What follows belongs to an exercise in optimizing a design on an open flow for small area and a short achievable clock period; a production flow would make more cautious choices. The RTL was checked by simulation tests, not by an equivalence proof against the original design. Power and IR drop assume default switching activity.

P:
==> module registerFile, before the edit <==
module registerFile (
	input logic clk,
	input logic reset,
	input corePkg::regIndexT srcA,
	input corePkg::regIndexT srcB,
	input corePkg::regIndexT writeReg,
	input logic regWriteEnable,
	input corePkg::wordT writeData,
	input logic useImmediate,
	input logic useRegister,
	input corePkg::wordT immediate,
	output corePkg::wordT operandA,
	output corePkg::wordT second,
	output logic secondTooWide
);
	corePkg::wordT regs [corePkg::regCount];
	logic [corePkg::regCount-1:0] tooWide;
	logic [corePkg::regCount-1:0] valid;
	logic [corePkg::regCount-1:0] writeSel;
	logic [corePkg::regCount-1:0] selA;
	logic [corePkg::regCount-1:0] selB;
	always_comb begin
		for (int i = 0; i < corePkg::regCount; i++)
			writeSel[i] = regWriteEnable && (writeReg == corePkg::regIndexT'(i));
	end
	readSelect decodeA (
		.index(srcA),
		.valid(valid),
		.sel(selA)
	);
	readSelect decodeB (
		.index(srcB),
		.valid(valid),
		.sel(selB)
	);
	always_ff @(posedge clk) begin
		for (int i = 0; i < corePkg::regCount; i++) begin
			if (writeSel[i]) begin
				regs[i] <= writeData;
				tooWide[i] <= |writeData[31:5];
			end
		end
	end
	always_ff @(posedge clk) begin
		if (reset)
			valid <= '0;
		else
			valid <= valid | writeSel;
	end
	corePkg::wordT readB;
	always_comb begin
		operandA = '0;
		readB = '0;
		for (int i = 0; i < corePkg::regCount; i++) begin
			operandA = operandA | (regs[i] & {corePkg::wordWidth{selA[i]}});
			readB = readB | (regs[i] & {corePkg::wordWidth{selB[i]}});
		end
	end
	assign secondTooWide = (useRegister && |(tooWide & selB))
		|| (useImmediate && |immediate[11:5]);
	assign second = (readB & {corePkg::wordWidth{useRegister}})
		| (immediate & {corePkg::wordWidth{useImmediate}});
endmodule
==> module executeUnit, before the edit <==
module executeUnit (
	input corePkg::wordT operandA,
	input corePkg::wordT second,
	input logic secondTooWide,
	input logic isAdd,
	input logic isRsub,
	input logic isAnd,
	input logic isSll,
	input logic isSrl,
	input logic isLink,
	input corePkg::wordT pcPlusOne,
	output corePkg::wordT writeData,
	output corePkg::wordT writeDataReg
);
	corePkg::wordT sumN;
	corePkg::wordT earlyN;
	corePkg::wordT level1;
	corePkg::wordT level2;
	corePkg::wordT leftN;
	corePkg::wordT rightN;
	corePkg::wordT shiftIn;
	logic [3:0] sel1;
	logic [3:0] sel2;
	logic shiftTooWide;
	logic selSllLo, selSllHi, selSrlLo, selSrlHi;
	prefixAdder adder (
		.a(second),
		.b(operandA),
		.invB(isRsub),
		.enable(isAdd | isRsub),
		.sumN(sumN)
	);
	assign shiftTooWide = secondTooWide;
	always_comb begin
		for (int k = 0; k < 4; k++) begin
			sel1[k] = (second[1:0] == 2'(k));
			sel2[k] = (second[3:2] == 2'(k));
		end
	end
	assign selSllLo = isSll & ~shiftTooWide & ~second[4];
	assign selSllHi = isSll & ~shiftTooWide & second[4];
	assign selSrlLo = isSrl & ~shiftTooWide & ~second[4];
	assign selSrlHi = isSrl & ~shiftTooWide & second[4];
	always_comb begin
		for (int i = 0; i < corePkg::wordWidth; i++)
			shiftIn[i] = isSrl ? operandA[corePkg::wordWidth-1-i] : operandA[i];
	end
	shiftLevel #(.step(1)) shift1 (
		.a(shiftIn),
		.sel(sel1),
		.y(level1)
	);
	shiftLevel #(.step(4)) shift2 (
		.a(level1),
		.sel(sel2),
		.y(level2)
	);
	always_comb begin
		for (int i = 0; i < corePkg::wordWidth; i++) begin
			earlyN[i] = ~((isAnd & operandA[i] & second[i]) | (isLink & pcPlusOne[i]));
			leftN[i] = ~((selSllLo & level2[i]) | (selSllHi & (i >= 16 ? level2[(i + 16) % 32] : 1'b0)));
			rightN[i] = ~((selSrlLo & level2[31 - i]) | (selSrlHi & (i <= 15 ? level2[(47 - i) % 32] : 1'b0)));
		end
	end
	for (genvar i = 0; i < corePkg::wordWidth; i++) begin : result
		nand4Cell pick (
			.a(sumN[i]),
			.b(earlyN[i]),
			.c(leftN[i]),
			.d(rightN[i]),
			.y(writeData[i])
		);
		nand4Cell pickReg (
			.a(sumN[i]),
			.b(earlyN[i]),
			.c(leftN[i]),
			.d(rightN[i]),
			.y(writeDataReg[i])
		);
	end
endmodule
==> module coreTop, before the edit <==
module coreTop #(
	parameter logic [31:0] resetAddress = '0
) (
	input logic clk,
	input logic reset,
	input corePkg::wordT instr,
	output corePkg::wordT pc,
	output logic regWriteEnable,
	output corePkg::regIndexT writeReg,
	output corePkg::wordT writeData
);
	logic isAdd, isRsub, isAnd, isSll, isSrl, isJ, isJal, isJalr, isJr;
	corePkg::wordT operandA;
	corePkg::wordT second;
	corePkg::wordT immediate;
	logic useImmediate;
	logic useRegister;
	corePkg::wordT pcPlusOne;
	corePkg::wordT writeDataReg;
	logic secondTooWide;
	instructionDecoder decoder (
		.opcode(instr[31:23]),
		.isAdd(isAdd),
		.isRsub(isRsub),
		.isAnd(isAnd),
		.isSll(isSll),
		.isSrl(isSrl),
		.isJ(isJ),
		.isJal(isJal),
		.isJalr(isJalr),
		.isJr(isJr)
	);
	assign regWriteEnable = isAdd | isRsub | isAnd | isSll | isSrl | isJal | isJalr;
	assign writeReg = isJal ? 4'd0 : instr[22:19];
	assign useImmediate = (instr[18:16] == 3'b000);
	assign useRegister = |instr[18:16];
	assign immediate = {{20{instr[15] & (isAdd | isRsub)}}, instr[15:4]};
	registerFile regFile (
		.clk(clk),
		.reset(reset),
		.srcA(instr[3:0]),
		.srcB(instr[7:4]),
		.writeReg(writeReg),
		.regWriteEnable(regWriteEnable),
		.writeData(writeDataReg),
		.useImmediate(useImmediate),
		.useRegister(useRegister),
		.immediate(immediate),
		.operandA(operandA),
		.second(second),
		.secondTooWide(secondTooWide)
	);
	executeUnit execute (
		.operandA(operandA),
		.second(second),
		.secondTooWide(secondTooWide),
		.isAdd(isAdd),
		.isRsub(isRsub),
		.isAnd(isAnd),
		.isSll(isSll),
		.isSrl(isSrl),
		.isLink(isJal | isJalr),
		.pcPlusOne(pcPlusOne),
		.writeData(writeData),
		.writeDataReg(writeDataReg)
	);
	programCounter #(
		.resetAddress(resetAddress)
	) pcUnit (
		.clk(clk),
		.reset(reset),
		.jump(isJ | isJal),
		.jumpReg(isJalr | isJr),
		.jumpField(instr[22:0]),
		.operandA(operandA),
		.pc(pc),
		.pcPlusOne(pcPlusOne)
	);
endmodule
==> flow/config.mk <==
export PLATFORM = sky130hd
export DESIGN_NAME = coreTop
export DESIGN_NICKNAME = coreTop
export VERILOG_FILES = /design/flow/design.v
export SDC_FILE = /design/flow/constraint.sdc
export NUM_CORES = 4
export LEC_CHECK = 0
export CAP_MARGIN = 20
export CORE_MARGIN = 2
export CORE_UTILIZATION = 45
export CTS_CLUSTER_DIAMETER = 100
export CTS_CLUSTER_SIZE = 22
export SETUP_SLACK_MARGIN = 2.5
export SLEW_MARGIN = 20
export SYNTH_HIERARCHICAL = 1
==> flow/constraint.sdc <==
create_clock -name core_clock -period 12.0 [get_ports {clk}]
set_input_delay 2.4000 -clock core_clock [delete_from_list [all_inputs] [get_ports {clk}]]
set_output_delay 2.4000 -clock core_clock [all_outputs]
set_load 0.01 [all_outputs]
standard.sh (not shown) runs the stock make flow with config.mk's settings and CLKGATE_MAP_FILE= SYNTH_SCRIPT=/design/flow/synth_recipe.tcl, a recipe that flattens the netlist after the stock synthesis.
==> flow/flow/run.sh <==
#!/bin/bash
# The standard layout (the standard.sh, all ORFS steps), with the port buffers that
# buffer_ports inserts made plain buf_4 cells instead of the library's default pick.
set -euo pipefail
export BUFFER_PORTS_ARGS="-buffer_cell sky130_fd_sc_hd__buf_4"
bash standard.sh finish > standard_flow.log 2>&1
For Q, these inputs were changed with respect to P:
--- a/flow/design.v
+++ b/flow/design.v
@@ -49,13 +49,11 @@
 	input logic useImmediate,
 	input logic useRegister,
 	input corePkg::wordT immediate,
 	output corePkg::wordT operandA,
-	output corePkg::wordT second,
-	output logic secondTooWide
+	output corePkg::wordT second
 );
 	corePkg::wordT regs [corePkg::regCount];
-	logic [corePkg::regCount-1:0] tooWide;
 	logic [corePkg::regCount-1:0] valid;
 	logic [corePkg::regCount-1:0] writeSel;
 	logic [corePkg::regCount-1:0] selA;
 	logic [corePkg::regCount-1:0] selB;
@@ -74,12 +72,10 @@
 		.sel(selB)
 	);
 	always_ff @(posedge clk) begin
 		for (int i = 0; i < corePkg::regCount; i++) begin
-			if (writeSel[i]) begin
+			if (writeSel[i])
 				regs[i] <= writeData;
-				tooWide[i] <= |writeData[31:5];
-			end
 		end
 	end
 	always_ff @(posedge clk) begin
 		if (reset)
@@ -95,10 +91,8 @@
 			operandA = operandA | (regs[i] & {corePkg::wordWidth{selA[i]}});
 			readB = readB | (regs[i] & {corePkg::wordWidth{selB[i]}});
 		end
 	end
-	assign secondTooWide = (useRegister && |(tooWide & selB))
-		|| (useImmediate && |immediate[11:5]);
 	assign second = (readB & {corePkg::wordWidth{useRegister}})
 		| (immediate & {corePkg::wordWidth{useImmediate}});
 endmodule
 module readSelect (
@@ -114,18 +108,16 @@
 `timescale 1ns/1ps
 module executeUnit (
 	input corePkg::wordT operandA,
 	input corePkg::wordT second,
-	input logic secondTooWide,
 	input logic isAdd,
 	input logic isRsub,
 	input logic isAnd,
 	input logic isSll,
 	input logic isSrl,
 	input logic isLink,
 	input corePkg::wordT pcPlusOne,
-	output corePkg::wordT writeData,
-	output corePkg::wordT writeDataReg
+	output corePkg::wordT writeData
 );
 	corePkg::wordT sumN;
 	corePkg::wordT earlyN;
 	corePkg::wordT level1;
@@ -143,9 +135,9 @@
 		.invB(isRsub),
 		.enable(isAdd | isRsub),
 		.sumN(sumN)
 	);
-	assign shiftTooWide = secondTooWide;
+	assign shiftTooWide = |second[31:5];
 	always_comb begin
 		for (int k = 0; k < 4; k++) begin
 			sel1[k] = (second[1:0] == 2'(k));
 			sel2[k] = (second[3:2] == 2'(k));
@@ -183,15 +175,8 @@
 			.c(leftN[i]),
 			.d(rightN[i]),
 			.y(writeData[i])
 		);
-		nand4Cell pickReg (
-			.a(sumN[i]),
-			.b(earlyN[i]),
-			.c(leftN[i]),
-			.d(rightN[i]),
-			.y(writeDataReg[i])
-		);
 	end
 endmodule
 module shiftLevel #(
 	parameter int step = 1
@@ -755,10 +740,8 @@
 	corePkg::wordT immediate;
 	logic useImmediate;
 	logic useRegister;
 	corePkg::wordT pcPlusOne;
-	corePkg::wordT writeDataReg;
-	logic secondTooWide;
 	instructionDecoder decoder (
 		.opcode(instr[31:23]),
 		.isAdd(isAdd),
 		.isRsub(isRsub),
@@ -781,29 +764,26 @@
 		.srcA(instr[3:0]),
 		.srcB(instr[7:4]),
 		.writeReg(writeReg),
 		.regWriteEnable(regWriteEnable),
-		.writeData(writeDataReg),
+		.writeData(writeData),
 		.useImmediate(useImmediate),
 		.useRegister(useRegister),
 		.immediate(immediate),
 		.operandA(operandA),
-		.second(second),
-		.secondTooWide(secondTooWide)
+		.second(second)
 	);
 	executeUnit execute (
 		.operandA(operandA),
 		.second(second),
-		.secondTooWide(secondTooWide),
 		.isAdd(isAdd),
 		.isRsub(isRsub),
 		.isAnd(isAnd),
 		.isSll(isSll),
 		.isSrl(isSrl),
 		.isLink(isJal | isJalr),
 		.pcPlusOne(pcPlusOne),
-		.writeData(writeData),
-		.writeDataReg(writeDataReg)
+		.writeData(writeData)
 	);
 	programCounter #(
 		.resetAddress(resetAddress)
 	) pcUnit (
==> comparison <==
Diff P -> Q: final critical-path share of the clock period has increased; finished layout cell area has increased; clock latency on the worst-skew pair has decreased; combinational share of power has increased; via count normalized by instance count has increased. The minimum clock period after layout in Q sits 0.098 ns above the value recorded for P. For the setup slack, Q came in 0.098 ns lower than P did. Delta (Q minus P): area taken by flip-flops and latches went down; power went up. Cell-internal power (Q vs. P) increases slightly.

## afterwards: timing with drivers on the ports
No port has a modelled driver above. Below, the same layouts with a new extraction and two added sets of constraints.
Step 1: set_driving_cell puts a clkbuf_16 on clk and a buf_2 on each other input, an assumption about the parent block.
Step 2 adds t to the input delays and takes it off the output delays; t is the mean of the earliest and latest rising clock arrival at the registers after step 1. Input paths then give back, and output paths get back, about the clock's delay inside the block.
a / b / c = ideal / step 1 / step 2; a / b = the first two.
| run | t, ns | setup WS [ns] | slew at the worst register clock pin (ns) | worst slew at a driven data input, ns | pins driven straight from the clock port |
|---|---|---|---|---|---|
| P | 0.707 | 2.546 / 2.514 / 2.316 | 0.10 / 0.10 | 0.05 | 1 |
| Q | 0.652 | 2.448 / 2.426 / 2.426 | 0.10 / 0.10 | 0.06 | 1 |
After both steps setup and hold are still met in every run listed. For P, which loses most, drivers alone change the setup slack by -0.032 ns; drivers and shift together by -0.230 ns.
